Context: an optimization exercise on an open-source flow, tuned for small area. The choices shown serve that exercise and are no tape-out recipe. Where RTL was checked, it was by simulation tests only, not by an equivalence proof against the original. No functional check of the RTL was part of run 1. No activity file was given, so power comes from the tool's default toggle rates. The flow treats the clock pin as an ideal source, which a real chip does not have.

==> design/flow/config.mk <==
export PLATFORM = sky130hd
export DESIGN_NAME = memory_system
export DESIGN_NICKNAME = memory_system
export VERILOG_FILES = /design/flow/design.v
export SDC_FILE = /design/flow/constraint.sdc
export NUM_CORES = 4
export LEC_CHECK = 0
export CAP_MARGIN = 20
export CORE_MARGIN = 2
export CORE_UTILIZATION = 50
export SLEW_MARGIN = 20
export SYNTH_HIERARCHICAL = 1
export SYNTH_MINIMUM_KEEP_SIZE = 0
==> design/flow/constraint.sdc <==
create_clock -name core_clock -period 5.0 [get_ports {clk}]
set_input_delay 1.0000 -clock core_clock [delete_from_list [all_inputs] [get_ports {clk}]]
set_output_delay 1.0000 -clock core_clock [all_outputs]
set_load 0.01 [all_outputs]
==> design/flow/design.v <==
package memory_map_pkg;
  localparam int unsigned DATA_W     = 8;
  localparam int unsigned ADDR_W     = 8;
  localparam int unsigned NUM_PORTS  = 4;
  localparam int unsigned PORT_BUS_W = NUM_PORTS * DATA_W;
  localparam int unsigned PROG_DEPTH = 128;
  localparam int unsigned RAM_DEPTH  = 96;
  localparam int unsigned MEM_IDX_W  = 7;
  localparam int unsigned PORT_IDX_W = 2;
  localparam logic [ADDR_W-1:0] PROG_BASE  = 8'h00;
  localparam logic [ADDR_W-1:0] PROG_LIMIT = 8'h7F;
  localparam logic [ADDR_W-1:0] RAM_BASE   = 8'h80;
  localparam logic [ADDR_W-1:0] RAM_LIMIT  = 8'hDF;
  localparam logic [ADDR_W-1:0] OUT_BASE   = 8'hE0;
  localparam logic [ADDR_W-1:0] OUT_LIMIT  = 8'hE3;
  localparam logic [ADDR_W-1:0] IN_BASE    = 8'hF0;
  localparam logic [ADDR_W-1:0] IN_LIMIT   = 8'hF3;
  localparam logic [MEM_IDX_W-1:0] LOAD_CNT_MAX = 7'h7F;
  typedef enum logic [1:0] {
    S_LOAD    = 2'd0,
    S_RELEASE = 2'd1,
    S_RUN     = 2'd2
  } load_state_t;
endpackage
module sync_2ff #(
  parameter int unsigned WIDTH = 1
) (
  input  logic             clk,
  input  logic             reset,
  input  logic [WIDTH-1:0] i_d,
  output logic [WIDTH-1:0] o_q
);
  logic [WIDTH-1:0] r_meta;
  logic [WIDTH-1:0] r_sync;
  always_ff @(posedge clk) begin
    r_meta <= i_d;
    r_sync <= r_meta;
  end
  assign o_q = r_sync;
endmodule
module memory_system #(
  parameter bit BOOT_LOAD = 1'b1
) (
  input  logic                  clk,
  input  logic                  reset,
  input  logic [memory_map_pkg::ADDR_W-1:0]     address,
  input  logic [memory_map_pkg::DATA_W-1:0]     to_memory,
  input  logic                  write,
  output logic [memory_map_pkg::DATA_W-1:0]     from_memory,
  output logic                  cpu_reset,
  input  logic                  load_valid,
  input  logic [memory_map_pkg::DATA_W-1:0]     load_data,
  input  logic                  load_last,
  output logic                  load_ready,
  input  logic [memory_map_pkg::PORT_BUS_W-1:0] port_in,
  output logic [memory_map_pkg::PORT_BUS_W-1:0] port_out
);
  localparam int unsigned DW = memory_map_pkg::DATA_W;
  localparam int unsigned PD = memory_map_pkg::PROG_DEPTH;
  localparam int unsigned RD = memory_map_pkg::RAM_DEPTH;
  localparam int unsigned NP = memory_map_pkg::NUM_PORTS;
  localparam int unsigned IW = memory_map_pkg::MEM_IDX_W;
  localparam int unsigned NH = RD + 2*NP;
  logic                  r_load_ready;
  logic                  r_cpu_reset;
  logic [IW-1:0]         r_load_cnt;
  logic [DW-1:0]         r_from_memory;
  logic [NP*DW-1:0]      r_port_out;
  logic [PD*DW-1:0]      r_prog;
  logic [RD*DW-1:0]      r_ram;
  logic [NP*DW-1:0]      r_sync_meta;
  logic [NP*DW-1:0]      r_sync;
  logic                  w_load_fire;
  logic                  w_load_done;
  logic                  w_wr_hi;
  logic [IW-1:0]         w_idx;
  logic [7:0]            w_lo_n;
  logic [15:0]           w_hi;
  logic [15:0]           w_hi_n;
  logic [15:0]           w_hi_ld_n;
  logic [RD/8-1:0]       w_hi_wr_n;
  logic [PD-1:0]         w_dec;
  logic [PD-1:0]         w_prog_we;
  logic [RD-1:0]         w_ram_we;
  logic [NP-1:0]         w_port_we;
  logic [DW-1:0]         w_load_dn;
  logic [DW-1:0]         w_wdat_dn;
  logic [DW-1:0]         w_port_dn;
  logic [NH-1:0]         w_hi_sel;
  logic [DW-1:0]         w_rd_data;
  logic                  w_wr_through;
  assign w_load_fire = r_load_ready & load_valid & ~reset;
  assign w_load_done = load_valid & (load_last | (&r_load_cnt));
  assign w_wr_hi     = write & ~r_cpu_reset & ~reset & address[7];
  always_ff @(posedge clk) begin
    if (reset) begin
      r_load_ready <= BOOT_LOAD;
      r_cpu_reset  <= 1'b1;
      r_load_cnt   <= '0;
    end else begin
      r_cpu_reset <= r_load_ready;
      if (r_load_ready && load_valid) begin
        r_load_cnt <= r_load_cnt + IW'(1);
        if (w_load_done) begin
          r_load_ready <= 1'b0;
        end
      end
    end
  end
  always_ff @(posedge clk) begin
    r_sync_meta <= port_in;
    r_sync      <= r_sync_meta;
  end
  assign w_idx = r_load_ready ? r_load_cnt : address[IW-1:0];
  always_comb begin
    for (int l = 0; l < 8; l++) begin
      w_lo_n[l] = ~(w_idx[2:0] == 3'(l));
    end
    for (int h = 0; h < 16; h++) begin
      w_hi[h]      = (w_idx[6:3] == 4'(h));
      w_hi_n[h]    = ~w_hi[h];
      w_hi_ld_n[h] = ~(w_hi[h] & w_load_fire);
    end
    for (int h = 0; h < RD/8; h++) begin
      w_hi_wr_n[h] = ~(w_hi[h] & w_wr_hi);
    end
  end
  for (genvar i = 0; i < PD; i++) begin : g_row
    cell_nor2 u_dec (.i_a(w_lo_n[i%8]), .i_b(w_hi_n[i/8]),    .o_y(w_dec[i]));
    cell_nor2 u_pwe (.i_a(w_lo_n[i%8]), .i_b(w_hi_ld_n[i/8]), .o_y(w_prog_we[i]));
    if (i < RD) begin : g_ram
      cell_nor2 u_rwe (.i_a(w_lo_n[i%8]), .i_b(w_hi_wr_n[i/8]), .o_y(w_ram_we[i]));
    end
  end
  for (genvar k = 0; k < NP; k++) begin : g_pwe
    assign w_port_we[k] = reset | (w_wr_hi & w_dec[RD + k]);
  end
  assign w_load_dn = ~load_data;
  assign w_wdat_dn = ~to_memory;
  assign w_port_dn = ~to_memory | {DW{reset}};
  logic [PD*DW-1:0] w_prog_nx;
  logic [RD*DW-1:0] w_ram_nx;
  logic [NP*DW-1:0] w_port_nx;
  for (genvar i = 0; i < PD; i++) begin : g_prog
    for (genvar b = 0; b < DW; b++) begin : g_bit
      cell_hold u_hold (.i_a1n(w_prog_we[i]), .i_a2n(r_prog[i*DW+b]),
                        .i_b1(w_prog_we[i]), .i_b2(w_load_dn[b]), .o_y(w_prog_nx[i*DW+b]));
    end
  end
  for (genvar i = 0; i < RD; i++) begin : g_ram
    for (genvar b = 0; b < DW; b++) begin : g_bit
      cell_hold u_hold (.i_a1n(w_ram_we[i]), .i_a2n(r_ram[i*DW+b]),
                        .i_b1(w_ram_we[i]), .i_b2(w_wdat_dn[b]), .o_y(w_ram_nx[i*DW+b]));
    end
  end
  for (genvar k = 0; k < NP; k++) begin : g_port
    for (genvar b = 0; b < DW; b++) begin : g_bit
      cell_hold u_hold (.i_a1n(w_port_we[k]), .i_a2n(r_port_out[k*DW+b]),
                        .i_b1(w_port_we[k]), .i_b2(w_port_dn[b]), .o_y(w_port_nx[k*DW+b]));
    end
  end
  always_ff @(posedge clk) begin
    r_prog     <= w_prog_nx;
    r_ram      <= w_ram_nx;
    r_port_out <= w_port_nx;
  end
  assign w_hi_sel = {w_dec[RD+16 +: NP], w_dec[RD +: NP], w_dec[RD-1:0]};
  for (genvar b = 0; b < DW; b++) begin : g_rd
    logic [PD-1:0] w_pcol;
    logic [NH-1:0] w_hcol;
    logic          w_p;
    logic          w_h;
    for (genvar i = 0; i < PD; i++) begin : g_p
      assign w_pcol[i] = r_prog[i*DW+b];
    end
    for (genvar i = 0; i < RD; i++) begin : g_r
      assign w_hcol[i] = r_ram[i*DW+b];
    end
    for (genvar k = 0; k < NP; k++) begin : g_k
      assign w_hcol[RD+k]    = r_port_out[k*DW+b];
      assign w_hcol[RD+NP+k] = r_sync[k*DW+b];
    end
    col_sel_prog u_psel (.i_d(w_pcol), .i_s(w_dec),    .o_y(w_p));
    col_sel_hi   u_hsel (.i_d(w_hcol), .i_s(w_hi_sel), .o_y(w_h));
    assign w_rd_data[b] = address[7] ? w_h : w_p;
  end
  assign w_wr_through = write & address[7] &
                        (~(address[6] & address[5]) | (address[4:2] == 3'b000));
  always_ff @(posedge clk) begin
    if (reset || r_cpu_reset) begin
      r_from_memory <= '0;
    end else if (w_wr_through) begin
      r_from_memory <= to_memory;
    end else begin
      r_from_memory <= w_rd_data;
    end
  end
  assign from_memory = r_from_memory;
  assign port_out    = r_port_out;
  assign cpu_reset   = r_cpu_reset;
  assign load_ready  = r_load_ready;
endmodule
module col_sel_prog (
  input  logic [127:0] i_d,
  input  logic [127:0] i_s,
  output logic o_y
);
  logic w_t0;
  cell_aoi222 u_t0 (.i_a1(i_d[0]), .i_a2(i_s[0]), .i_b1(i_d[1]), .i_b2(i_s[1]), .i_c1(i_d[2]), .i_c2(i_s[2]), .o_y(w_t0));
  logic w_t1;
  cell_aoi222 u_t1 (.i_a1(i_d[3]), .i_a2(i_s[3]), .i_b1(i_d[4]), .i_b2(i_s[4]), .i_c1(i_d[5]), .i_c2(i_s[5]), .o_y(w_t1));
  logic w_t2;
  cell_aoi222 u_t2 (.i_a1(i_d[6]), .i_a2(i_s[6]), .i_b1(i_d[7]), .i_b2(i_s[7]), .i_c1(i_d[8]), .i_c2(i_s[8]), .o_y(w_t2));
  logic w_t3;
  cell_aoi222 u_t3 (.i_a1(i_d[9]), .i_a2(i_s[9]), .i_b1(i_d[10]), .i_b2(i_s[10]), .i_c1(i_d[11]), .i_c2(i_s[11]), .o_y(w_t3));
  logic w_t4;
  cell_aoi222 u_t4 (.i_a1(i_d[12]), .i_a2(i_s[12]), .i_b1(i_d[13]), .i_b2(i_s[13]), .i_c1(i_d[14]), .i_c2(i_s[14]), .o_y(w_t4));
  logic w_t5;
  cell_aoi222 u_t5 (.i_a1(i_d[15]), .i_a2(i_s[15]), .i_b1(i_d[16]), .i_b2(i_s[16]), .i_c1(i_d[17]), .i_c2(i_s[17]), .o_y(w_t5));
  logic w_t6;
  cell_aoi222 u_t6 (.i_a1(i_d[18]), .i_a2(i_s[18]), .i_b1(i_d[19]), .i_b2(i_s[19]), .i_c1(i_d[20]), .i_c2(i_s[20]), .o_y(w_t6));
  logic w_t7;
  cell_aoi222 u_t7 (.i_a1(i_d[21]), .i_a2(i_s[21]), .i_b1(i_d[22]), .i_b2(i_s[22]), .i_c1(i_d[23]), .i_c2(i_s[23]), .o_y(w_t7));
  logic w_t8;
  cell_aoi222 u_t8 (.i_a1(i_d[24]), .i_a2(i_s[24]), .i_b1(i_d[25]), .i_b2(i_s[25]), .i_c1(i_d[26]), .i_c2(i_s[26]), .o_y(w_t8));
  logic w_t9;
  cell_aoi222 u_t9 (.i_a1(i_d[27]), .i_a2(i_s[27]), .i_b1(i_d[28]), .i_b2(i_s[28]), .i_c1(i_d[29]), .i_c2(i_s[29]), .o_y(w_t9));
  logic w_t10;
  cell_aoi222 u_t10 (.i_a1(i_d[30]), .i_a2(i_s[30]), .i_b1(i_d[31]), .i_b2(i_s[31]), .i_c1(i_d[32]), .i_c2(i_s[32]), .o_y(w_t10));
  logic w_t11;
  cell_aoi222 u_t11 (.i_a1(i_d[33]), .i_a2(i_s[33]), .i_b1(i_d[34]), .i_b2(i_s[34]), .i_c1(i_d[35]), .i_c2(i_s[35]), .o_y(w_t11));
  logic w_t12;
  cell_aoi222 u_t12 (.i_a1(i_d[36]), .i_a2(i_s[36]), .i_b1(i_d[37]), .i_b2(i_s[37]), .i_c1(i_d[38]), .i_c2(i_s[38]), .o_y(w_t12));
  logic w_t13;
  cell_aoi222 u_t13 (.i_a1(i_d[39]), .i_a2(i_s[39]), .i_b1(i_d[40]), .i_b2(i_s[40]), .i_c1(i_d[41]), .i_c2(i_s[41]), .o_y(w_t13));
  logic w_t14;
  cell_aoi222 u_t14 (.i_a1(i_d[42]), .i_a2(i_s[42]), .i_b1(i_d[43]), .i_b2(i_s[43]), .i_c1(i_d[44]), .i_c2(i_s[44]), .o_y(w_t14));
  logic w_t15;
  cell_aoi222 u_t15 (.i_a1(i_d[45]), .i_a2(i_s[45]), .i_b1(i_d[46]), .i_b2(i_s[46]), .i_c1(i_d[47]), .i_c2(i_s[47]), .o_y(w_t15));
  logic w_t16;
  cell_aoi222 u_t16 (.i_a1(i_d[48]), .i_a2(i_s[48]), .i_b1(i_d[49]), .i_b2(i_s[49]), .i_c1(i_d[50]), .i_c2(i_s[50]), .o_y(w_t16));
  logic w_t17;
  cell_aoi222 u_t17 (.i_a1(i_d[51]), .i_a2(i_s[51]), .i_b1(i_d[52]), .i_b2(i_s[52]), .i_c1(i_d[53]), .i_c2(i_s[53]), .o_y(w_t17));
  logic w_t18;
  cell_aoi222 u_t18 (.i_a1(i_d[54]), .i_a2(i_s[54]), .i_b1(i_d[55]), .i_b2(i_s[55]), .i_c1(i_d[56]), .i_c2(i_s[56]), .o_y(w_t18));
  logic w_t19;
  cell_aoi222 u_t19 (.i_a1(i_d[57]), .i_a2(i_s[57]), .i_b1(i_d[58]), .i_b2(i_s[58]), .i_c1(i_d[59]), .i_c2(i_s[59]), .o_y(w_t19));
  logic w_t20;
  cell_aoi222 u_t20 (.i_a1(i_d[60]), .i_a2(i_s[60]), .i_b1(i_d[61]), .i_b2(i_s[61]), .i_c1(i_d[62]), .i_c2(i_s[62]), .o_y(w_t20));
  logic w_t21;
  cell_aoi222 u_t21 (.i_a1(i_d[63]), .i_a2(i_s[63]), .i_b1(i_d[64]), .i_b2(i_s[64]), .i_c1(i_d[65]), .i_c2(i_s[65]), .o_y(w_t21));
  logic w_t22;
  cell_aoi222 u_t22 (.i_a1(i_d[66]), .i_a2(i_s[66]), .i_b1(i_d[67]), .i_b2(i_s[67]), .i_c1(i_d[68]), .i_c2(i_s[68]), .o_y(w_t22));
  logic w_t23;
  cell_aoi222 u_t23 (.i_a1(i_d[69]), .i_a2(i_s[69]), .i_b1(i_d[70]), .i_b2(i_s[70]), .i_c1(i_d[71]), .i_c2(i_s[71]), .o_y(w_t23));
  logic w_t24;
  cell_aoi222 u_t24 (.i_a1(i_d[72]), .i_a2(i_s[72]), .i_b1(i_d[73]), .i_b2(i_s[73]), .i_c1(i_d[74]), .i_c2(i_s[74]), .o_y(w_t24));
  logic w_t25;
  cell_aoi222 u_t25 (.i_a1(i_d[75]), .i_a2(i_s[75]), .i_b1(i_d[76]), .i_b2(i_s[76]), .i_c1(i_d[77]), .i_c2(i_s[77]), .o_y(w_t25));
  logic w_t26;
  cell_aoi222 u_t26 (.i_a1(i_d[78]), .i_a2(i_s[78]), .i_b1(i_d[79]), .i_b2(i_s[79]), .i_c1(i_d[80]), .i_c2(i_s[80]), .o_y(w_t26));
  logic w_t27;
  cell_aoi222 u_t27 (.i_a1(i_d[81]), .i_a2(i_s[81]), .i_b1(i_d[82]), .i_b2(i_s[82]), .i_c1(i_d[83]), .i_c2(i_s[83]), .o_y(w_t27));
  logic w_t28;
  cell_aoi222 u_t28 (.i_a1(i_d[84]), .i_a2(i_s[84]), .i_b1(i_d[85]), .i_b2(i_s[85]), .i_c1(i_d[86]), .i_c2(i_s[86]), .o_y(w_t28));
  logic w_t29;
  cell_aoi222 u_t29 (.i_a1(i_d[87]), .i_a2(i_s[87]), .i_b1(i_d[88]), .i_b2(i_s[88]), .i_c1(i_d[89]), .i_c2(i_s[89]), .o_y(w_t29));
  logic w_t30;
  cell_aoi222 u_t30 (.i_a1(i_d[90]), .i_a2(i_s[90]), .i_b1(i_d[91]), .i_b2(i_s[91]), .i_c1(i_d[92]), .i_c2(i_s[92]), .o_y(w_t30));
  logic w_t31;
  cell_aoi222 u_t31 (.i_a1(i_d[93]), .i_a2(i_s[93]), .i_b1(i_d[94]), .i_b2(i_s[94]), .i_c1(i_d[95]), .i_c2(i_s[95]), .o_y(w_t31));
  logic w_t32;
  cell_aoi222 u_t32 (.i_a1(i_d[96]), .i_a2(i_s[96]), .i_b1(i_d[97]), .i_b2(i_s[97]), .i_c1(i_d[98]), .i_c2(i_s[98]), .o_y(w_t32));
  logic w_t33;
  cell_aoi222 u_t33 (.i_a1(i_d[99]), .i_a2(i_s[99]), .i_b1(i_d[100]), .i_b2(i_s[100]), .i_c1(i_d[101]), .i_c2(i_s[101]), .o_y(w_t33));
  logic w_t34;
  cell_aoi222 u_t34 (.i_a1(i_d[102]), .i_a2(i_s[102]), .i_b1(i_d[103]), .i_b2(i_s[103]), .i_c1(i_d[104]), .i_c2(i_s[104]), .o_y(w_t34));
  logic w_t35;
  cell_aoi222 u_t35 (.i_a1(i_d[105]), .i_a2(i_s[105]), .i_b1(i_d[106]), .i_b2(i_s[106]), .i_c1(i_d[107]), .i_c2(i_s[107]), .o_y(w_t35));
  logic w_t36;
  cell_aoi222 u_t36 (.i_a1(i_d[108]), .i_a2(i_s[108]), .i_b1(i_d[109]), .i_b2(i_s[109]), .i_c1(i_d[110]), .i_c2(i_s[110]), .o_y(w_t36));
  logic w_t37;
  cell_aoi222 u_t37 (.i_a1(i_d[111]), .i_a2(i_s[111]), .i_b1(i_d[112]), .i_b2(i_s[112]), .i_c1(i_d[113]), .i_c2(i_s[113]), .o_y(w_t37));
  logic w_t38;
  cell_aoi222 u_t38 (.i_a1(i_d[114]), .i_a2(i_s[114]), .i_b1(i_d[115]), .i_b2(i_s[115]), .i_c1(i_d[116]), .i_c2(i_s[116]), .o_y(w_t38));
  logic w_t39;
  cell_aoi222 u_t39 (.i_a1(i_d[117]), .i_a2(i_s[117]), .i_b1(i_d[118]), .i_b2(i_s[118]), .i_c1(i_d[119]), .i_c2(i_s[119]), .o_y(w_t39));
  logic w_t40;
  cell_aoi222 u_t40 (.i_a1(i_d[120]), .i_a2(i_s[120]), .i_b1(i_d[121]), .i_b2(i_s[121]), .i_c1(i_d[122]), .i_c2(i_s[122]), .o_y(w_t40));
  logic w_t41;
  cell_aoi222 u_t41 (.i_a1(i_d[123]), .i_a2(i_s[123]), .i_b1(i_d[124]), .i_b2(i_s[124]), .i_c1(i_d[125]), .i_c2(i_s[125]), .o_y(w_t41));
  logic w_t42;
  cell_nand2 u_t42 (.i_a(i_d[126]), .i_b(i_s[126]), .o_y(w_t42));
  logic w_t43;
  cell_nand2 u_t43 (.i_a(i_d[127]), .i_b(i_s[127]), .o_y(w_t43));
  logic w_l0_0;
  cell_nand4 u_w_l0_0 (.i_a(w_t0), .i_b(w_t1), .i_c(w_t2), .i_d(w_t3), .o_y(w_l0_0));
  logic w_l0_1;
  cell_nand4 u_w_l0_1 (.i_a(w_t4), .i_b(w_t5), .i_c(w_t6), .i_d(w_t7), .o_y(w_l0_1));
  logic w_l0_2;
  cell_nand4 u_w_l0_2 (.i_a(w_t8), .i_b(w_t9), .i_c(w_t10), .i_d(w_t11), .o_y(w_l0_2));
  logic w_l0_3;
  cell_nand4 u_w_l0_3 (.i_a(w_t12), .i_b(w_t13), .i_c(w_t14), .i_d(w_t15), .o_y(w_l0_3));
  logic w_l0_4;
  cell_nand4 u_w_l0_4 (.i_a(w_t16), .i_b(w_t17), .i_c(w_t18), .i_d(w_t19), .o_y(w_l0_4));
  logic w_l0_5;
  cell_nand4 u_w_l0_5 (.i_a(w_t20), .i_b(w_t21), .i_c(w_t22), .i_d(w_t23), .o_y(w_l0_5));
  logic w_l0_6;
  cell_nand4 u_w_l0_6 (.i_a(w_t24), .i_b(w_t25), .i_c(w_t26), .i_d(w_t27), .o_y(w_l0_6));
  logic w_l0_7;
  cell_nand4 u_w_l0_7 (.i_a(w_t28), .i_b(w_t29), .i_c(w_t30), .i_d(w_t31), .o_y(w_l0_7));
  logic w_l0_8;
  cell_nand4 u_w_l0_8 (.i_a(w_t32), .i_b(w_t33), .i_c(w_t34), .i_d(w_t35), .o_y(w_l0_8));
  logic w_l0_9;
  cell_nand4 u_w_l0_9 (.i_a(w_t36), .i_b(w_t37), .i_c(w_t38), .i_d(w_t39), .o_y(w_l0_9));
  logic w_l0_10;
  cell_nand4 u_w_l0_10 (.i_a(w_t40), .i_b(w_t41), .i_c(w_t42), .i_d(w_t43), .o_y(w_l0_10));
  logic w_l1_0;
  cell_nor2 u_w_l1_0 (.i_a(w_l0_0), .i_b(w_l0_1), .o_y(w_l1_0));
  logic w_l1_1;
  cell_nor2 u_w_l1_1 (.i_a(w_l0_2), .i_b(w_l0_3), .o_y(w_l1_1));
  logic w_l1_2;
  cell_nor2 u_w_l1_2 (.i_a(w_l0_4), .i_b(w_l0_5), .o_y(w_l1_2));
  logic w_l1_3;
  cell_nor2 u_w_l1_3 (.i_a(w_l0_6), .i_b(w_l0_7), .o_y(w_l1_3));
  logic w_l1_4;
  cell_nor2 u_w_l1_4 (.i_a(w_l0_8), .i_b(w_l0_9), .o_y(w_l1_4));
  logic w_l1_5;
  assign w_l1_5 = ~w_l0_10;
  logic w_l2_0;
  cell_nand3 u_w_l2_0 (.i_a(w_l1_0), .i_b(w_l1_1), .i_c(w_l1_2), .o_y(w_l2_0));
  logic w_l2_1;
  cell_nand3 u_w_l2_1 (.i_a(w_l1_3), .i_b(w_l1_4), .i_c(w_l1_5), .o_y(w_l2_1));
  logic w_l3_0;
  cell_nor2 u_w_l3_0 (.i_a(w_l2_0), .i_b(w_l2_1), .o_y(w_l3_0));
  assign o_y = ~w_l3_0;
endmodule
module col_sel_hi (
  input  logic [103:0] i_d,
  input  logic [103:0] i_s,
  output logic o_y
);
  logic w_t0;
  cell_aoi222 u_t0 (.i_a1(i_d[0]), .i_a2(i_s[0]), .i_b1(i_d[1]), .i_b2(i_s[1]), .i_c1(i_d[2]), .i_c2(i_s[2]), .o_y(w_t0));
  logic w_t1;
  cell_aoi222 u_t1 (.i_a1(i_d[3]), .i_a2(i_s[3]), .i_b1(i_d[4]), .i_b2(i_s[4]), .i_c1(i_d[5]), .i_c2(i_s[5]), .o_y(w_t1));
  logic w_t2;
  cell_aoi222 u_t2 (.i_a1(i_d[6]), .i_a2(i_s[6]), .i_b1(i_d[7]), .i_b2(i_s[7]), .i_c1(i_d[8]), .i_c2(i_s[8]), .o_y(w_t2));
  logic w_t3;
  cell_aoi222 u_t3 (.i_a1(i_d[9]), .i_a2(i_s[9]), .i_b1(i_d[10]), .i_b2(i_s[10]), .i_c1(i_d[11]), .i_c2(i_s[11]), .o_y(w_t3));
  logic w_t4;
  cell_aoi222 u_t4 (.i_a1(i_d[12]), .i_a2(i_s[12]), .i_b1(i_d[13]), .i_b2(i_s[13]), .i_c1(i_d[14]), .i_c2(i_s[14]), .o_y(w_t4));
  logic w_t5;
  cell_aoi222 u_t5 (.i_a1(i_d[15]), .i_a2(i_s[15]), .i_b1(i_d[16]), .i_b2(i_s[16]), .i_c1(i_d[17]), .i_c2(i_s[17]), .o_y(w_t5));
  logic w_t6;
  cell_aoi222 u_t6 (.i_a1(i_d[18]), .i_a2(i_s[18]), .i_b1(i_d[19]), .i_b2(i_s[19]), .i_c1(i_d[20]), .i_c2(i_s[20]), .o_y(w_t6));
  logic w_t7;
  cell_aoi222 u_t7 (.i_a1(i_d[21]), .i_a2(i_s[21]), .i_b1(i_d[22]), .i_b2(i_s[22]), .i_c1(i_d[23]), .i_c2(i_s[23]), .o_y(w_t7));
  logic w_t8;
  cell_aoi222 u_t8 (.i_a1(i_d[24]), .i_a2(i_s[24]), .i_b1(i_d[25]), .i_b2(i_s[25]), .i_c1(i_d[26]), .i_c2(i_s[26]), .o_y(w_t8));
  logic w_t9;
  cell_aoi222 u_t9 (.i_a1(i_d[27]), .i_a2(i_s[27]), .i_b1(i_d[28]), .i_b2(i_s[28]), .i_c1(i_d[29]), .i_c2(i_s[29]), .o_y(w_t9));
  logic w_t10;
  cell_aoi222 u_t10 (.i_a1(i_d[30]), .i_a2(i_s[30]), .i_b1(i_d[31]), .i_b2(i_s[31]), .i_c1(i_d[32]), .i_c2(i_s[32]), .o_y(w_t10));
  logic w_t11;
  cell_aoi222 u_t11 (.i_a1(i_d[33]), .i_a2(i_s[33]), .i_b1(i_d[34]), .i_b2(i_s[34]), .i_c1(i_d[35]), .i_c2(i_s[35]), .o_y(w_t11));
  logic w_t12;
  cell_aoi222 u_t12 (.i_a1(i_d[36]), .i_a2(i_s[36]), .i_b1(i_d[37]), .i_b2(i_s[37]), .i_c1(i_d[38]), .i_c2(i_s[38]), .o_y(w_t12));
  logic w_t13;
  cell_aoi222 u_t13 (.i_a1(i_d[39]), .i_a2(i_s[39]), .i_b1(i_d[40]), .i_b2(i_s[40]), .i_c1(i_d[41]), .i_c2(i_s[41]), .o_y(w_t13));
  logic w_t14;
  cell_aoi222 u_t14 (.i_a1(i_d[42]), .i_a2(i_s[42]), .i_b1(i_d[43]), .i_b2(i_s[43]), .i_c1(i_d[44]), .i_c2(i_s[44]), .o_y(w_t14));
  logic w_t15;
  cell_aoi222 u_t15 (.i_a1(i_d[45]), .i_a2(i_s[45]), .i_b1(i_d[46]), .i_b2(i_s[46]), .i_c1(i_d[47]), .i_c2(i_s[47]), .o_y(w_t15));
  logic w_t16;
  cell_aoi222 u_t16 (.i_a1(i_d[48]), .i_a2(i_s[48]), .i_b1(i_d[49]), .i_b2(i_s[49]), .i_c1(i_d[50]), .i_c2(i_s[50]), .o_y(w_t16));
  logic w_t17;
  cell_aoi222 u_t17 (.i_a1(i_d[51]), .i_a2(i_s[51]), .i_b1(i_d[52]), .i_b2(i_s[52]), .i_c1(i_d[53]), .i_c2(i_s[53]), .o_y(w_t17));
  logic w_t18;
  cell_aoi222 u_t18 (.i_a1(i_d[54]), .i_a2(i_s[54]), .i_b1(i_d[55]), .i_b2(i_s[55]), .i_c1(i_d[56]), .i_c2(i_s[56]), .o_y(w_t18));
  logic w_t19;
  cell_aoi222 u_t19 (.i_a1(i_d[57]), .i_a2(i_s[57]), .i_b1(i_d[58]), .i_b2(i_s[58]), .i_c1(i_d[59]), .i_c2(i_s[59]), .o_y(w_t19));
  logic w_t20;
  cell_aoi222 u_t20 (.i_a1(i_d[60]), .i_a2(i_s[60]), .i_b1(i_d[61]), .i_b2(i_s[61]), .i_c1(i_d[62]), .i_c2(i_s[62]), .o_y(w_t20));
  logic w_t21;
  cell_aoi222 u_t21 (.i_a1(i_d[63]), .i_a2(i_s[63]), .i_b1(i_d[64]), .i_b2(i_s[64]), .i_c1(i_d[65]), .i_c2(i_s[65]), .o_y(w_t21));
  logic w_t22;
  cell_aoi222 u_t22 (.i_a1(i_d[66]), .i_a2(i_s[66]), .i_b1(i_d[67]), .i_b2(i_s[67]), .i_c1(i_d[68]), .i_c2(i_s[68]), .o_y(w_t22));
  logic w_t23;
  cell_aoi222 u_t23 (.i_a1(i_d[69]), .i_a2(i_s[69]), .i_b1(i_d[70]), .i_b2(i_s[70]), .i_c1(i_d[71]), .i_c2(i_s[71]), .o_y(w_t23));
  logic w_t24;
  cell_aoi222 u_t24 (.i_a1(i_d[72]), .i_a2(i_s[72]), .i_b1(i_d[73]), .i_b2(i_s[73]), .i_c1(i_d[74]), .i_c2(i_s[74]), .o_y(w_t24));
  logic w_t25;
  cell_aoi222 u_t25 (.i_a1(i_d[75]), .i_a2(i_s[75]), .i_b1(i_d[76]), .i_b2(i_s[76]), .i_c1(i_d[77]), .i_c2(i_s[77]), .o_y(w_t25));
  logic w_t26;
  cell_aoi222 u_t26 (.i_a1(i_d[78]), .i_a2(i_s[78]), .i_b1(i_d[79]), .i_b2(i_s[79]), .i_c1(i_d[80]), .i_c2(i_s[80]), .o_y(w_t26));
  logic w_t27;
  cell_aoi222 u_t27 (.i_a1(i_d[81]), .i_a2(i_s[81]), .i_b1(i_d[82]), .i_b2(i_s[82]), .i_c1(i_d[83]), .i_c2(i_s[83]), .o_y(w_t27));
  logic w_t28;
  cell_aoi222 u_t28 (.i_a1(i_d[84]), .i_a2(i_s[84]), .i_b1(i_d[85]), .i_b2(i_s[85]), .i_c1(i_d[86]), .i_c2(i_s[86]), .o_y(w_t28));
  logic w_t29;
  cell_aoi222 u_t29 (.i_a1(i_d[87]), .i_a2(i_s[87]), .i_b1(i_d[88]), .i_b2(i_s[88]), .i_c1(i_d[89]), .i_c2(i_s[89]), .o_y(w_t29));
  logic w_t30;
  cell_aoi222 u_t30 (.i_a1(i_d[90]), .i_a2(i_s[90]), .i_b1(i_d[91]), .i_b2(i_s[91]), .i_c1(i_d[92]), .i_c2(i_s[92]), .o_y(w_t30));
  logic w_t31;
  cell_aoi222 u_t31 (.i_a1(i_d[93]), .i_a2(i_s[93]), .i_b1(i_d[94]), .i_b2(i_s[94]), .i_c1(i_d[95]), .i_c2(i_s[95]), .o_y(w_t31));
  logic w_t32;
  cell_aoi222 u_t32 (.i_a1(i_d[96]), .i_a2(i_s[96]), .i_b1(i_d[97]), .i_b2(i_s[97]), .i_c1(i_d[98]), .i_c2(i_s[98]), .o_y(w_t32));
  logic w_t33;
  cell_aoi222 u_t33 (.i_a1(i_d[99]), .i_a2(i_s[99]), .i_b1(i_d[100]), .i_b2(i_s[100]), .i_c1(i_d[101]), .i_c2(i_s[101]), .o_y(w_t33));
  logic w_t34;
  cell_nand2 u_t34 (.i_a(i_d[102]), .i_b(i_s[102]), .o_y(w_t34));
  logic w_t35;
  cell_nand2 u_t35 (.i_a(i_d[103]), .i_b(i_s[103]), .o_y(w_t35));
  logic w_l0_0;
  cell_nand4 u_w_l0_0 (.i_a(w_t0), .i_b(w_t1), .i_c(w_t2), .i_d(w_t3), .o_y(w_l0_0));
  logic w_l0_1;
  cell_nand4 u_w_l0_1 (.i_a(w_t4), .i_b(w_t5), .i_c(w_t6), .i_d(w_t7), .o_y(w_l0_1));
  logic w_l0_2;
  cell_nand4 u_w_l0_2 (.i_a(w_t8), .i_b(w_t9), .i_c(w_t10), .i_d(w_t11), .o_y(w_l0_2));
  logic w_l0_3;
  cell_nand4 u_w_l0_3 (.i_a(w_t12), .i_b(w_t13), .i_c(w_t14), .i_d(w_t15), .o_y(w_l0_3));
  logic w_l0_4;
  cell_nand4 u_w_l0_4 (.i_a(w_t16), .i_b(w_t17), .i_c(w_t18), .i_d(w_t19), .o_y(w_l0_4));
  logic w_l0_5;
  cell_nand4 u_w_l0_5 (.i_a(w_t20), .i_b(w_t21), .i_c(w_t22), .i_d(w_t23), .o_y(w_l0_5));
  logic w_l0_6;
  cell_nand4 u_w_l0_6 (.i_a(w_t24), .i_b(w_t25), .i_c(w_t26), .i_d(w_t27), .o_y(w_l0_6));
  logic w_l0_7;
  cell_nand4 u_w_l0_7 (.i_a(w_t28), .i_b(w_t29), .i_c(w_t30), .i_d(w_t31), .o_y(w_l0_7));
  logic w_l0_8;
  cell_nand4 u_w_l0_8 (.i_a(w_t32), .i_b(w_t33), .i_c(w_t34), .i_d(w_t35), .o_y(w_l0_8));
  logic w_l1_0;
  cell_nor2 u_w_l1_0 (.i_a(w_l0_0), .i_b(w_l0_1), .o_y(w_l1_0));
  logic w_l1_1;
  cell_nor2 u_w_l1_1 (.i_a(w_l0_2), .i_b(w_l0_3), .o_y(w_l1_1));
  logic w_l1_2;
  cell_nor2 u_w_l1_2 (.i_a(w_l0_4), .i_b(w_l0_5), .o_y(w_l1_2));
  logic w_l1_3;
  cell_nor2 u_w_l1_3 (.i_a(w_l0_6), .i_b(w_l0_7), .o_y(w_l1_3));
  logic w_l1_4;
  assign w_l1_4 = ~w_l0_8;
  logic w_l2_0;
  cell_nand3 u_w_l2_0 (.i_a(w_l1_0), .i_b(w_l1_1), .i_c(w_l1_2), .o_y(w_l2_0));
  logic w_l2_1;
  cell_nand2 u_w_l2_1 (.i_a(w_l1_3), .i_b(w_l1_4), .o_y(w_l2_1));
  logic w_l3_0;
  cell_nor2 u_w_l3_0 (.i_a(w_l2_0), .i_b(w_l2_1), .o_y(w_l3_0));
  assign o_y = ~w_l3_0;
endmodule
module cell_hold (
  input  logic i_a1n,
  input  logic i_a2n,
  input  logic i_b1,
  input  logic i_b2,
  output logic o_y
);
  assign o_y = (i_a1n | i_a2n) & ~(i_b1 & i_b2);
endmodule
module cell_aoi222 (
  input  logic i_a1,
  input  logic i_a2,
  input  logic i_b1,
  input  logic i_b2,
  input  logic i_c1,
  input  logic i_c2,
  output logic o_y
);
  assign o_y = ~((i_a1 & i_a2) | (i_b1 & i_b2) | (i_c1 & i_c2));
endmodule
module cell_nand2 (
  input  logic i_a,
  input  logic i_b,
  output logic o_y
);
  assign o_y = ~(i_a & i_b);
endmodule
module cell_nand3 (
  input  logic i_a,
  input  logic i_b,
  input  logic i_c,
  output logic o_y
);
  assign o_y = ~(i_a & i_b & i_c);
endmodule
module cell_nand4 (
  input  logic i_a,
  input  logic i_b,
  input  logic i_c,
  input  logic i_d,
  output logic o_y
);
  assign o_y = ~(i_a & i_b & i_c & i_d);
endmodule
module cell_nor2 (
  input  logic i_a,
  input  logic i_b,
  output logic o_y
);
  assign o_y = ~(i_a | i_b);
endmodule
==> design/flow/flow/run.sh <==
#!/bin/bash
# Layout flow: the standard synthesis; then the storage hold gates, which
# ABC maps one module at a time and sizes up (a2bb2oi_2), are set back to the
# smallest size of the same cell; then the standard layout from that
# netlist, with the smallest buffer on the ports and a clock tree built
# without dummy loads. Each step's output goes to its own log in the work folder.
set -euo pipefail
R=orfs/results/${FLOW_PLATFORM}/memory_system/base
bash standard.sh synth > flow_synth.log 2>&1
python3 flow/downsize.py "$R/1_2_yosys.v" > flow_downsize.log 2>&1
export BUFFER_PORTS_ARGS="-buffer_cell sky130_fd_sc_hd__buf_1"
export CTS_ARGS="-sink_clustering_enable -repair_clock_nets -dont_use_dummy_load -sink_clustering_size 30 -sink_clustering_max_diameter 80 -buf_list {sky130_fd_sc_hd__clkbuf_8 sky130_fd_sc_hd__clkbuf_16}"
bash standard.sh finish > flow_finish.log 2>&1
==> design/flow/flow/downsize.py <==
"""Rewrites a synthesized netlist in place, setting every instance of the cells
in SMALLER to the _1 size of the same cell (same pins, same function)."""
import re
import sys

SMALLER = ['a2bb2oi']

path = sys.argv[1]
text = open(path).read()
total = 0
for cell in SMALLER:
    pat = re.compile(r'\bsky130_fd_sc_hd__%s_(2|4)\b' % cell)
    text, n = pat.subn('sky130_fd_sc_hd__%s_1' % cell, text)
    print(f'{cell}: {n} instances set to size 1')
    total += n
open(path, 'w').write(text)
print(f'total {total}')
==> design/flow/standard.sh <==
#!/bin/bash
# synth_recipe.tcl (not shown) runs the flow's synth.tcl, then flattens the netlist and writes it again
# the make line also repeats each setting of config.mk as NAME=value (left out here)
make -C /OpenROAD-flow-scripts/flow DESIGN_CONFIG=/design/flow/config.mk WORK_HOME=/design/flow/orfs CLKGATE_MAP_FILE= SYNTH_SCRIPT=/design/flow/synth_recipe.tcl "${@:-finish}"
==> results_dict.tcl, run 1 <==
set metrics [dict create \
    outcome "no timing/DRC/antenna violations" \
    n_fill_cell 10904 \
    row_count 131 \
    track_usage_pct 31.0 \
    grt.busiest_layer "met2" \
    fp.coreArea_mm2 0.128 \
    multi_input_area_mm2 0.0260 \
    wl_um 211000 \
    slew-limit-headroom_pct 19.4 \
    slew_viol_final 0 \
    max-vdd-ir-drop_mv 0.304 \
    grt.overflow.total 0 \
    final_cell_mix "dfxtp_1 (1905), a2bb2oi_1 (1824), a222oi_1 (608)" \
    dr.pass1.iters 14 \
    rrSetupSlack_ns 0.49 \
    start_kind "register" \
    cts_root_buffer "clkbuf_16" \
    ant_nets 0 \
    layout_commonest_cell "dfxtp_1" \
    antenna_found_initial 3 \
    wl_per_cell_um 28.2 \
    syn_area_per_cell_um2 12.3 \
    cts_inserted_buffers 86 \
    grt_pass1_wl_um 314000 \
    p_leak_uw 0.0265 \
    clk_latency_ns 0.72 \
    via_per_inst 6.77 \
    cp-endpoint "r_from_memory[4]" \
    initial_core_util_pct 50.5 \
    power_density_mw_per_mm2 355 \
    drive_gt1_share_pct 9.10 \
    cts_tree "done" \
    num_vias 50452 \
    r2r-end "r_from_memory[4]" \
    clk_path_buf_depth 3 \
    grt_max_degree 104 \
    met2_usage_pct 46.6 \
    dieArea_mm2 0.132 \
    gr-usage-met1_pct 45.4 \
    cts_sinks 1905 \
    ctsResizeCount 0 \
    die_h_um 363 \
    n_antenna_cell 0 \
    startpoint "r_load_ready" \
    path_class "register to register" \
    gp_congestion 0.923 \
    first_global_vias 46836 \
    regArea_mm2 0.0381 \
    port_buffers 102 \
    min_path_type "register to register" \
    worstPathRequired_ns 5.57 \
    power_uw 25600 \
    hold_viol_final 0 \
    period_needed_ns 4.51 \
    setup_violations 0 \
    drcViolationCount 0 \
    drt_iter0_markers 7932 \
    r2r_start "r_load_ready" \
    setup_tns_ns 0 \
    cts_setup_buffers 0 \
    cp_max_fo 21 \
    htree_levels 3 \
    cts_hold_buf 0 \
    cts.clk_slew.worst_paths_ns 0.11 \
    synth_area_mm2 0.0646 \
    r2r_cells 13 \
    skew_ns 0.0643 \
    io_pins 103 \
    synthToLayoutAreaGrowth_pct 11.6 \
    maxCapViolations 0 \
    crit_arrival_ns 5.08 \
    die_x_um 363 \
    hpwl_um 142000 \
    final_nets 5857 \
    syn_inst 5259 \
    fmax_mhz 222 \
    fin_crit_sh_pct 90.2 \
    end_kind "register" \
    worstMarginPinSlew_ns 1.20 \
    grt_util_met3_pct 4.53 \
    yosys_warnings 7 \
    rsz0062_at_grt "false" \
]
stage by stage:
| stage | hold slack, ns | std cells | utilization [%] | worst slack (ns) | cell area (µm²) |
|---|---|---|---|---|---|
| 2_1_floorplan | 0.310 | 5259 | - | 1.50 | 64600 |
| 3_3_place_gp | 0.310 | 7365 | 54.7 | 0.198 | 69900 |
| 3_5_place_dp | 0.312 | 7365 | 54.7 | 0.252 | 69900 |
| 4_1_cts | 0.291 | 7451 | 56.3 | 0.590 | 72000 |
| 5_1_grt | 0.298 | 7455 | 56.4 | 0.342 | 72100 |
| 6_report | 0.296 | 7455 | 56.4 | 0.488 | 72100 |
registers in the layout (all words and copies together) (netlist names):
register       cells
r_prog          1024
r_ram            768
r_port_out        32
r_sync            32
r_sync_meta       32
r_from_memory      8
r_load_cnt         7
r_cpu_reset        1
r_load_ready       1
metal layers:
layer / wire length, µm / up-vias / part of all wire (%)
met5: 11 / - / 0.0052
met4: 8860 / 2 / 4.2
met3: 16600 / 353 / 7.9
met2: 90300 / 2232 / 43
met1: 94800 / 24313 / 45
li1: - / 23552 / -
how the worst min path moves through the flow:
stage / startpoint / end / cells past startpoint
final: r_sync_meta[30] / r_sync[30] / 0
after global routing: r_sync_meta[23] / r_sync[23] / 0
after CTS: r_sync_meta[23] / r_sync[23] / 0
after detailed placement: r_sync_meta[13] / r_sync[13] / 0
after global placement: r_sync_meta[29] / r_sync[29] / 0
after floorplan: r_sync_meta[0] / r_sync[0] / 0
worst max-delay path, stage by stage, from the launching register on:
cell	delay [ns]
dfxtp_1	0.72
mux2_2	0.50
nand2_4	0.49
buf_4	0.37
nor2_1	0.07
buf_4	0.21
a222oi_1	0.34
nand4_1	0.24
nor2_1	0.54
nand3_1	0.39
nor2_1	0.20
inv_1	0.05
mux2i_1	0.12
a21oi_1	0.09
power by group:
group,internal (µW),switching [µW]
registers,15800,387
logic,631,956
clock network,3090,4700
total,19500,6040
cell type report:
class | instances | area share, %
timing repair buffer | 498 | 4.74
tap | 1662 | 2.89
inverter | 56 | 0.375
clock buffer | 86 | 2.99
sequential | 1905 | 52.9
multi-input combinational | 3248 | 36.1
==> run 2: changes to the inputs <==
--- a/design/flow/design.v
+++ b/design/flow/design.v
@@ -73,9 +73,8 @@
   logic                  w_load_fire;
   logic                  w_load_done;
   logic                  w_wr_hi;
-  logic [IW-1:0]         w_idx;
   logic [7:0]            w_lo_n;
-  logic [15:0]           w_hi;
+  logic [7:0]            w_ld_lo_n;
   logic [15:0]           w_hi_n;
   logic [15:0]           w_hi_ld_n;
   logic [RD/8-1:0]       w_hi_wr_n;
@@ -111,23 +110,22 @@
     r_sync_meta <= port_in;
     r_sync      <= r_sync_meta;
   end
-  assign w_idx = r_load_ready ? r_load_cnt : address[IW-1:0];
   always_comb begin
     for (int l = 0; l < 8; l++) begin
-      w_lo_n[l] = ~(w_idx[2:0] == 3'(l));
+      w_lo_n[l]    = ~(address[2:0] == 3'(l));
+      w_ld_lo_n[l] = ~(r_load_cnt[2:0] == 3'(l));
     end
     for (int h = 0; h < 16; h++) begin
-      w_hi[h]      = (w_idx[6:3] == 4'(h));
-      w_hi_n[h]    = ~w_hi[h];
-      w_hi_ld_n[h] = ~(w_hi[h] & w_load_fire);
+      w_hi_n[h]    = ~(address[6:3] == 4'(h));
+      w_hi_ld_n[h] = ~((r_load_cnt[6:3] == 4'(h)) & w_load_fire);
     end
     for (int h = 0; h < RD/8; h++) begin
-      w_hi_wr_n[h] = ~(w_hi[h] & w_wr_hi);
+      w_hi_wr_n[h] = ~((address[6:3] == 4'(h)) & w_wr_hi);
     end
   end
   for (genvar i = 0; i < PD; i++) begin : g_row
     cell_nor2 u_dec (.i_a(w_lo_n[i%8]), .i_b(w_hi_n[i/8]),    .o_y(w_dec[i]));
-    cell_nor2 u_pwe (.i_a(w_lo_n[i%8]), .i_b(w_hi_ld_n[i/8]), .o_y(w_prog_we[i]));
+    cell_nor2 u_pwe (.i_a(w_ld_lo_n[i%8]), .i_b(w_hi_ld_n[i/8]), .o_y(w_prog_we[i]));
     if (i < RD) begin : g_ram
       cell_nor2 u_rwe (.i_a(w_lo_n[i%8]), .i_b(w_hi_wr_n[i/8]), .o_y(w_ram_we[i]));
     end
==> design/flow/flow/run.sh (replaced) <==
#!/bin/bash
# Layout flow: the standard synthesis; then the combinational cells, which
# ABC maps one small module at a time and sizes up (the storage hold gates
# become a2bb2oi_2), are set back to size 1 of the same cell (flow/downsize.py);
# then the standard layout from that netlist, with the synthesis buffers
# removed at floorplan, the smallest buffer on the ports and a clock tree built
# without dummy loads. The layout's repair steps size cells up again where
# needed. Each step's output goes to its own log in the work folder.
set -euo pipefail
R=orfs/results/${FLOW_PLATFORM}/memory_system/base
bash standard.sh synth > flow_synth.log 2>&1
python3 flow/downsize.py "$R/1_2_yosys.v" > flow_downsize.log 2>&1
export REMOVE_ABC_BUFFERS=1
export BUFFER_PORTS_ARGS="-buffer_cell sky130_fd_sc_hd__buf_1"
export CTS_ARGS="-sink_clustering_enable -repair_clock_nets -dont_use_dummy_load -sink_clustering_size 30 -sink_clustering_max_diameter 80 -buf_list {sky130_fd_sc_hd__clkbuf_8 sky130_fd_sc_hd__clkbuf_16}"
bash standard.sh finish > flow_finish.log 2>&1
==> design/flow/flow/downsize.py (replaced) <==
"""Rewrites a synthesized netlist in place: every combinational cell instance
of size 2 or more (buffers excepted) is set to the size-1 variant
of the same cell when the library has one with the same pins. The layout's
repair steps size cells up again where slew, load or timing need it."""
import os
import re
import sys

lib = os.path.join(os.environ['FLOW_HOME'], 'platforms', 'sky130hd', 'lib',
                   'sky130_fd_sc_hd__tt_025C_1v80.lib')
text = open(lib).read()
pins = {}
for m in re.finditer(r'\n\s*cell\s*\(\s*"?(sky130_fd_sc_hd__\w+?)"?\s*\)', text):
    name = m.group(1)
    end = text.find('\n    cell (', m.end())
    body = text[m.end():end if end > 0 else len(text)]
    if 'ff (' in body or 'latch (' in body:
        continue
    pins[name] = tuple(sorted(set(re.findall(r'\bpin\s*\(\s*"?(\w+)"?\s*\)', body))))

SKIP = re.compile(r'^sky130_fd_sc_hd__(buf|clkbuf|clkdly|dlygate|dlymetal|bufbuf|bufinv|inv|clkinv|conb|tap|fill|decap|diode|lpflow|probe)')


def smallest(cell):
    m = re.match(r'^(sky130_fd_sc_hd__\w+)_(\d+)$', cell)
    if not m or SKIP.match(cell) or cell not in pins:
        return cell
    base, size = m.group(1), int(m.group(2))
    for s in (1,):
        cand = f'{base}_{s}'
        if s < size and cand in pins and pins[cand] == pins[cell]:
            return cand
    return cell


path = sys.argv[1]
net = open(path).read()
counts = {}


def sub(m):
    new = smallest(m.group(1))
    if new != m.group(1):
        counts[(m.group(1), new)] = counts.get((m.group(1), new), 0) + 1
    return new + m.group(2)


net = re.sub(r'\b(sky130_fd_sc_hd__\w+)(\s+\S+\s*\()', sub, net)
open(path, 'w').write(net)
for (a, b), n in sorted(counts.items()):
    print(f'{n:6d} {a} -> {b}')
print('total', sum(counts.values()))
--- a/design/flow/config.mk
+++ b/design/flow/config.mk
@@ -7,7 +7,8 @@
 export LEC_CHECK = 0
 export CAP_MARGIN = 20
 export CORE_MARGIN = 2
-export CORE_UTILIZATION = 50
+export CORE_UTILIZATION = 60
+export GPL_TIMING_DRIVEN = 0
 export SLEW_MARGIN = 20
 export SYNTH_HIERARCHICAL = 1
 export SYNTH_MINIMUM_KEEP_SIZE = 0
==> run 2 against run 1 <==
Effect of this change:
- now fails the layout checks on negative setup slack
- cell count fell by 8.0%
- synthesized cell count rose by 0.15%
- clock skew is 0.036 ns lower
- setup slack got worse by 0.69 ns
- sequential cell count stayed put
- sequential share of layout area is 1.8 points higher
- die area down 16%
- critical endpoint is now r_from_memory[0]
- largest cell class unchanged
==> results_dict.tcl, run 2 <==
set metrics [dict create \
    outcome "complete, but fails checks" \
    failed_checks "negative setup slack" \
    slowest_stage "a211oi_1" \
    n_antenna_cell 0 \
    layout_commonest_cell "dfxtp_1" \
    cts.clk_slew.worst_paths_ns 0.11 \
    skew_ns 0.0287 \
    grt_max_degree 82 \
    p_leak_uw 0.0246 \
    track_usage_pct 34.0 \
    num_vias 49246 \
    path_class "input pin to register" \
    largest_register_ff_count 1024 \
    power_density_mw_per_mm2 340 \
    syn_area_per_cell_um2 12.3 \
    maxCapViolations 0 \
    io_pins 103 \
    worstMarginPinSlew_ns 1.19 \
    worstPathCellList "buf_1 > nand3b_1 > buf_8 > nor2_2 > a222oi_1 > nand4_1 > nor2_1 > nand3_1 > nor2_1 > inv_1 > mux2i_1 > a211oi_1" \
    max-vdd-ir-drop_mv 0.316 \
    fmax_mhz 192 \
    hpwl_um 126000 \
    cts_root_buffer "clkbuf_16" \
    period_needed_ns 5.20 \
    crit_arrival_ns 5.70 \
    cp_top_family "simple AND/OR/NAND/NOR gates" \
    hold_viol_final 0 \
    end_kind "register" \
    clk_path_buf_depth 3 \
    htree_levels 3 \
    drcViolationCount 0 \
    multi_input_area_mm2 0.0263 \
    clk_latency_ns 0.70 \
    drive_gt1_share_pct 5.46 \
    dieArea_mm2 0.110 \
    final_nets 5526 \
    slew-limit-headroom_pct 20.2 \
    final_util_pct 65.2 \
    fin_crit_sh_pct 104 \
    reg.largest.list "r_prog (1024), r_ram (768)" \
    final_cells 6860 \
    syn_inst 5267 \
    worst_slack_ns -0.197 \
    ant_nets 0 \
    synthToLayoutAreaGrowth_pct 7.94 \
    cts_sinks 1905 \
    gp_congestion 0.844 \
    via_per_inst 7.18 \
    final_cell_mix "dfxtp_1 (1905), a2bb2oi_1 (1824), a222oi_1 (608)" \
    start_kind "input pin" \
    min_path_type "register to register" \
    fp.coreArea_mm2 0.107 \
    wl_um 195000 \
    max_stage_delay_ns 0.92 \
    port_buffers 102 \
    cts_tree "done" \
    setup_violations 1 \
    cp_common_cell "nor2_1" \
    first_global_vias 44805 \
    cts_inserted_buffers 73 \
    worstPathRequired_ns 5.51 \
    wl_per_cell_um 28.5 \
    synth_area_mm2 0.0646 \
    grt.overflow.total 0 \
    cts_hold_buf 0 \
    initial_core_util_pct 60.4 \
    antenna_found_initial 8 \
    grt_pass1_wl_um 290000 \
    regArea_mm2 0.0381 \
    dr.pass1.iters 10 \
    yosys_warnings 7 \
    die_x_um 332 \
    n_fill_cell 8448 \
    die_h_um 332 \
    dp_cells 6772 \
    largest_register "r_prog" \
    drt_iter0_markers 6819 \
    slew_viol_final 0 \
    row_count 120 \
    path_buf_inv 3 \
    cp_max_fo 16 \
]
[run 2: metal layers]
layer  track usage (%)  vias to the layer above  share of wire (%)
met5                 0                        -              0.036
met3              6.26                      363                9.3
met1              49.4                    23829                 43
met4              11.5                       12                3.8
li1                  -                    22847                  -
met2              50.9                     2195                 44
[run 2: repair_timing]
item	in CTS	in global routing
endpoints found under the setup margin	1	1
pin swaps	0	1
buffers inserted	0	3
hold endpoints to repair	0	0
gates resized for setup	2	2
[run 2: cell type report]
cell class / instances / area share, %
inverter: 58 / 0.441
timing repair buffer: 164 / 2.03
clock buffer: 73 / 2.62
sequential: 1905 / 54.7
tap: 1403 / 2.52
multi-input combinational: 3257 / 37.7
[run 2: worst paths after layout]
| check | from | endpoint | slack (ns) | depth (start not counted) |
|---|---|---|---|---|
| setup / recovery | address[2] | r_from_memory[0] | -0.20 | 12 |
| hold / removal | r_sync_meta[26] | r_sync[26] | 0.33 | 0 |
| hold reg to reg | r_sync_meta[26] | r_sync[26] | 0.33 | 0 |
| setup reg to reg | r_cpu_reset | r_ram[705] | 1.19 | 5 |
[run 2: power breakdown]
part / switching, µW / leakage, µW / internal (µW)
Sequential: 156 / 0.0154 / 15400
Clock: 4490 / 0.000900 / 2650
Combinational: 668 / 0.00835 / 302
[run 2: through the flow]
stage | hold WS (ns) | setup WS, ns | instance area [µm²] | TNS, ns | power (µW)
finish | 0.333 | -0.197 | 69700 | -0.197 | 23700
global route | 0.337 | -0.110 | 69700 | -0.110 | 24400
CTS | 0.326 | 0.0595 | 69500 | 0 | 23800
detailed placement | 0.312 | -0.834 | 67700 | -3.87 | 16900
global placement | 0.310 | -2.87 | 66400 | -604.85 | 16800
floorplan | 0.310 | 1.84 | 64300 | 0 | 16400
==> run 3: changes to the inputs <==
--- a/design/flow/config.mk
+++ b/design/flow/config.mk
@@ -9,6 +9,7 @@
 export CORE_MARGIN = 2
 export CORE_UTILIZATION = 60
 export GPL_TIMING_DRIVEN = 0
+export SETUP_SLACK_MARGIN = 0.2
 export SLEW_MARGIN = 20
 export SYNTH_HIERARCHICAL = 1
 export SYNTH_MINIMUM_KEEP_SIZE = 0
==> run 3 against run 2 <==
Effect of this change:
- now clean on timing, DRC and antenna
- routed wire length is essentially flat
- maximum frequency up 5.7%
- sequential share of layout area about the same
- core utilization about the same
- global-route usage barely moved
- first-iteration DRC count is 2.6% lower
- combinational power about the same
- setup slack improved by 0.28 ns
- cell count unchanged
- sequential cell count unchanged
- critical path type unchanged
- critical endpoint unchanged
- largest cell class unchanged
==> results_dict.tcl, run 3 <==
set metrics [dict create \
    fmax_mhz 203 \
    p_sw_uw 5310 \
    die_h_um 332 \
    period_needed_ns 4.92 \
    synthToLayoutAreaGrowth_pct 7.93 \
    hold_end "r_sync[26]" \
    worstPathRequired_ns 5.54 \
    final_util_pct 65.2 \
    r2r_cells 5 \
    hpwl_um 126000 \
    largest_register_ff_count 1024 \
    final_cell_mix "dfxtp_1 (1905), a2bb2oi_1 (1824), a222oi_1 (608)" \
    cts_sinks 1905 \
    slew_viol_final 0 \
    grt.busiest_layer "met2" \
    grt.overflow.total 0 \
    grt_util_met3_pct 6.26 \
    crit_arrival_ns 5.46 \
    start_kind "input pin" \
    final_cells 6860 \
    hold_ws_ns 0.335 \
    path_class "input pin to register" \
    yosys_warnings 7 \
    worstMarginPinSlew_ns 1.18 \
    cts.clk_slew.worst_paths_ns 0.11 \
    antenna_found_initial 8 \
    row_count 120 \
    dr.pass1.iters 13 \
    power_density_mw_per_mm2 340 \
    wl_um 195000 \
    die_x_um 332 \
    first_global_vias 44834 \
    initial_core_util_pct 60.4 \
    clock_power_share_pct 30.1 \
    synth_area_mm2 0.0646 \
    fp.coreArea_mm2 0.107 \
    fin_crit_sh_pct 98.4 \
    cts_inserted_buffers 73 \
    p_leak_uw 0.0246 \
    clk_path_buf_depth 3 \
    wl_per_cell_um 28.5 \
    hold_start "r_sync_meta[26]" \
    syn_area_per_cell_um2 12.3 \
    met2_usage_pct 50.8 \
    switching_share_pct 22.4 \
    reg.largest.list "r_prog (1024), r_ram (768)" \
    track_usage_pct 34.0 \
    rrSetupSlack_ns 1.22 \
    min_path_type "register to register" \
    cp_max_fo 16 \
    r2r-end "r_ram[705]" \
    dieArea_mm2 0.110 \
    syn_inst 5267 \
    maxCapViolations 0 \
    power.share.combinational_pct 4.1 \
    power_frac_seq_pct 65.8 \
    drive_gt1_share_pct 5.48 \
    dp_slack_ns -0.834 \
    io_pins 103 \
    intPower_uw 18400 \
    drt_iter0_markers 6641 \
    outcome "no timing/DRC/antenna violations" \
    grt_pass1_wl_um 290000 \
    cts_root_buffer "clkbuf_16" \
    largest_register "r_prog" \
    cts_tree "done" \
    gr-usage-met1_pct 49.5 \
    grt_max_degree 82 \
    end_kind "register" \
    slew-limit-headroom_pct 20.6 \
    dp_cells 6772 \
    setup_violations 0 \
    final_nets 5525 \
    skew_ns 0.0312 \
    port_buffers 102 \
    setup_tns_ns 0 \
    hold_viol_final 0 \
    clk_latency_ns 0.70 \
    r2r_start "r_cpu_reset" \
    whs_path_depth 0 \
    num_vias 49164 \
    via_per_inst 7.17 \
    htree_levels 3 \
    max-vdd-ir-drop_mv 0.313 \
    layout_commonest_cell "dfxtp_1" \
    ant_nets 0 \
    gp_congestion 0.844 \
    worst_slack_ns 0.0810 \
    rsz0062_at_grt "false" \
    drcViolationCount 0 \
]
==> run 3: worst max-delay path by stage <==
| stage | to | startpoint |
|---|---|---|
| after floorplan | r_prog[0] | load_data[0] |
| after global placement | r_from_memory[0] | address[2] |
| after detailed placement | r_from_memory[0] | address[2] |
| after CTS | r_from_memory[6] | address[2] |
| after global routing | r_from_memory[0] | address[2] |
| final | r_from_memory[0] | address[2] |
==> run 3: power by group through the flow <==
stage                     clock, µW  combinational [µW]  sequential (µW)
after floorplan                   0                 459            15900
after global placement            0                 827            15900
after detailed placement          0                 949            15900
after CTS                      7270                 947            15600
after global routing           7790                1010            15600
final                          7140                 969            15600
==> run 3: metrics by stage <==
step	cell area (µm²)	total power (µW)
CTS	69600	23800
floorplan	64300	16400
detailed placement	67700	16900
finish	69700	23700
global placement	66400	16800
global route	69700	24400
==> run 3: critical path, stage by stage <==
cell and delay, ns:
buf_1 0.78, nand3b_1 0.75, buf_8 0.40, nor2_2 0.64, a222oi_1 0.33, nand4_1 0.31
nor2_1 0.13, nand3_1 0.28, nor2_1 0.07, inv_1 0.06, mux2i_1 0.07, a211oi_2 0.59
==> run 3: what timing repair did <==
action,CTS,global route
hold buffers,0,0
gates resized for setup,5,0
buffers inserted,3,0
setup endpoints to repair,3,0
==> run 3: cell type report <==
type | instances | area, µm²
Antenna cell | 1 | 2.50
Clock buffer | 73 | 1830
Fill cell | 8444 | 37200
Inverter | 58 | 308
Multi-Input combinational cell | 3257 | 26300
Sequential cell | 1905 | 38100
Tap cell | 1403 | 1760
Timing Repair Buffer | 163 | 1410
==> run 3: per-layer routing <==
metal	share of wire, %	vias to the layer above
li1	-	22854
met1	43	23750
met2	44	2199
met3	9.5	351
met4	3.7	10
met5	0.032	-
==> run 4: changes to the inputs <==
--- a/design/flow/config.mk
+++ b/design/flow/config.mk
@@ -7,9 +7,8 @@
 export LEC_CHECK = 0
 export CAP_MARGIN = 20
 export CORE_MARGIN = 2
-export CORE_UTILIZATION = 60
-export GPL_TIMING_DRIVEN = 0
-export SETUP_SLACK_MARGIN = 0.2
+export CORE_UTILIZATION = 50
+export SETUP_SLACK_MARGIN = 0.1
 export SLEW_MARGIN = 20
 export SYNTH_HIERARCHICAL = 1
 export SYNTH_MINIMUM_KEEP_SIZE = 0
==> run 4 against run 3 <==
Effect of this change:
- sequential cell count is the same
- sequential power about the same
- cell area grew 2.6%
- clock skew increased by 0.035 ns
- area after synthesis did not move
- setup slack better by 0.54 ns
- clock power up 7.0%
- register-to-register slack improved by 0.72 ns
- global-route usage shrank 2.2 points
- sequential share of layout area shrank 1.4 points
- critical path type unchanged
- critical endpoint is now r_from_memory[4]
- largest power group unchanged
- highest routed layer unchanged
==> results_dict.tcl, run 4 <==
set metrics [dict create \
    outcome "no timing/DRC/antenna violations" \
    htree_levels 3 \
    wl_per_cell_um 29.1 \
    path_class "input pin to register" \
    ant_nets 0 \
    setup_violations 0 \
    dieArea_mm2 0.132 \
    cts_setup_buffers 0 \
    gp_congestion 0.952 \
    power_density_mw_per_mm2 338 \
    power_uw 24200 \
    setup_tns_ns 0 \
    layout_commonest_cell "dfxtp_1" \
    slew_viol_final 0 \
    yosys_warnings 7 \
    slew-limit-headroom_pct 23.3 \
    track_usage_pct 31.8 \
    initial_core_util_pct 50.5 \
    syn_inst 5267 \
    hold_ws_ns 0.337 \
    hpwl_um 145000 \
    syn_area_per_cell_um2 12.3 \
    drive_gt1_share_pct 8.01 \
    worstPathRequired_ns 5.56 \
    cts_sinks 1905 \
    cts_root_buffer "clkbuf_16" \
    max_stage_delay_ns 0.78 \
    clk_path_buf_depth 3 \
    hold_viol_final 0 \
    first_global_vias 46558 \
    wl_um 215000 \
    via_per_inst 6.80 \
    end_kind "register" \
    dr.pass1.iters 14 \
    power.share.combinational_pct 4.0 \
    final_nets 5814 \
    final_cell_mix "dfxtp_1 (1905), a2bb2oi_1 (1824), a222oi_1 (608)" \
    final_util_pct 55.9 \
    row_count 131 \
    fin_crit_sh_pct 87.5 \
    r2r_cells 6 \
    fmax_mhz 229 \
    cts_tree "done" \
    largest_register_ff_count 1024 \
    synth_area_mm2 0.0646 \
    port_buffers 102 \
    skew_ns 0.0657 \
    switching_share_pct 22.7 \
    io_pins 103 \
    fp.coreArea_mm2 0.128 \
    clk_latency_ns 0.75 \
    period_needed_ns 4.37 \
    ctsResizeCount 0 \
    max-vdd-ir-drop_mv 0.308 \
    drcViolationCount 0 \
    slowest_stage "nor2_1" \
    largest_register "r_prog" \
    antenna_found_initial 12 \
    p_sw_uw 5500 \
    whs_path_depth 0 \
    cts_inserted_buffers 83 \
    worstMarginPinSlew_ns 1.14 \
    cts_hold_buf 0 \
    cp_max_fo 16 \
    min_path_type "register to register" \
    rrSetupSlack_ns 1.94 \
    die_h_um 363 \
    crit_arrival_ns 4.94 \
    r2r_start "r_load_cnt[1]" \
    clock_power_share_pct 31.6 \
    hold_end "r_sync[13]" \
    synthToLayoutAreaGrowth_pct 10.7 \
    grt_pass1_wl_um 317000 \
    cts.clk_slew.worst_paths_ns 0.12 \
    hold_start "r_sync_meta[13]" \
    grt.overflow.total 0 \
    start_kind "input pin" \
    p_leak_uw 0.0260 \
    grt_max_degree 94 \
    drt_iter0_markers 7586 \
    r2r-end "r_prog[927]" \
    num_vias 50400 \
    die_x_um 363 \
    intPower_uw 18700 \
    maxCapViolations 0 \
    worstPathCellList "buf_1 > or3b_2 > buf_4 > buf_4 > nor2_1 > buf_4 > a222oi_1 > nand4_1 > nor2_1 > nand3_1 > nor2_1 > inv_1 > mux2i_1 > a211oi_1" \
    power_frac_seq_pct 64.4 \
    reg.largest.list "r_prog (1024), r_ram (768)" \
    rsz0062_at_grt "false" \
]
-- run 4: metrics by stage --
| stage | cell area (µm²) | worst slack (ns) | cells |
|---|---|---|---|
| floorplan | 64300 | 1.84 | 5220 |
| global placement | 69400 | 0.105 | 7321 |
| detailed placement | 69400 | 0.104 | 7322 |
| finish | 71500 | 0.626 | 7412 |
| CTS | 71500 | 0.875 | 7405 |
| global route | 71500 | 0.717 | 7412 |
-- run 4: area by class of cell --
class                   count  area [µm²]
clock buffers              83        2080
repair buffers            442        2990
flip-flops and latches   1905       38100
diodes                      5        12.5
fillers                 11004       56300
well taps                1662        2080
multi-input cells        3257       26000
inverters                  58         278
-- run 4: worst max-delay path: cells and delay by family --
family	cells	cell delay [ns]
and+or+nand+nor	6	2.09
AOI/OAI and AO/OA	2	0.48
muxes	1	0.17
buffers and inverters	5	1.15
-- run 4: worst max-delay path by stage --
stage          slack (ns)    startpoint                to  cells past startpoint
3_3_place_gp         0.10    address[1]  r_from_memory[4]                     14
6_report             0.63    address[1]  r_from_memory[4]                     14
2_1_floorplan        1.84  load_data[0]         r_prog[0]                      2
5_1_grt              0.72    address[1]  r_from_memory[4]                     14
3_5_place_dp         0.10    address[1]  r_from_memory[4]                     14
4_1_cts              0.87    address[1]  r_from_memory[4]                     14
-- run 4: power by group through the flow --
stage / clock, µW / combinational [µW] / sequential [µW]
finish: 7640 / 962 / 15600
CTS: 7800 / 942 / 15600
global route: 8320 / 1000 / 15600
detailed placement: 0 / 944 / 15900
global placement: 0 / 926 / 15900
floorplan: 0 / 459 / 15900
-- run 4: metal layers --
layer | vias to the layer above | track usage [%] | part of all wire (%) | routed length [µm]
met1 | 24294 | 47.7 | 46 | 98000
met4 | 10 | 8.43 | 2.8 | 5960
li1 | 23453 | - | - | -
met5 | - | 0 | 0.029 | 63
met3 | 289 | 6.57 | 9.8 | 21100
met2 | 2354 | 46.1 | 42 | 90300

-- separate check: timing with driven ports --
Ports are ideal in the flow. The routed layouts listed here were re-timed in OpenROAD. Step 1 (the two cells are an assumption about what drives the block):
set clk [get_ports {clk}]
set_driving_cell -lib_cell sky130_fd_sc_hd__clkbuf_16 $clk
set_driving_cell -lib_cell sky130_fd_sc_hd__buf_2 [delete_from_list [all_inputs] $clk]
Step 2 also shifts input and output timing later by t, the mid clock arrival at the registers, as if the neighbouring blocks saw the same clock. Slacks: ideal ports / drivers / drivers and shift; pairs: ideal ports / drivers.
run | t, ns | slack for setup (ns) | hold slack, ns | pins driven straight from the clock port
run 1 | 0.780 | 0.488 / 0.488 / 0.150 | 0.296 / 0.295 / 0.296 | 1
run 2 | 0.766 | -0.197 / -0.149 / -0.915 | 0.333 / 0.327 / 0.333 | 1
run 3 | 0.766 | 0.081 / 0.129 / -0.637 | 0.335 / 0.327 / 0.335 | 1
run 4 | 0.792 | 0.626 / 0.628 / -0.164 | 0.337 / 0.306 / 0.337 | 1
Met with ideal ports but missed after step 2: setup timing in run 3 and run 4. For run 4, which loses most, drivers alone change the setup slack by +0.002 ns; drivers and shift together by -0.790 ns.
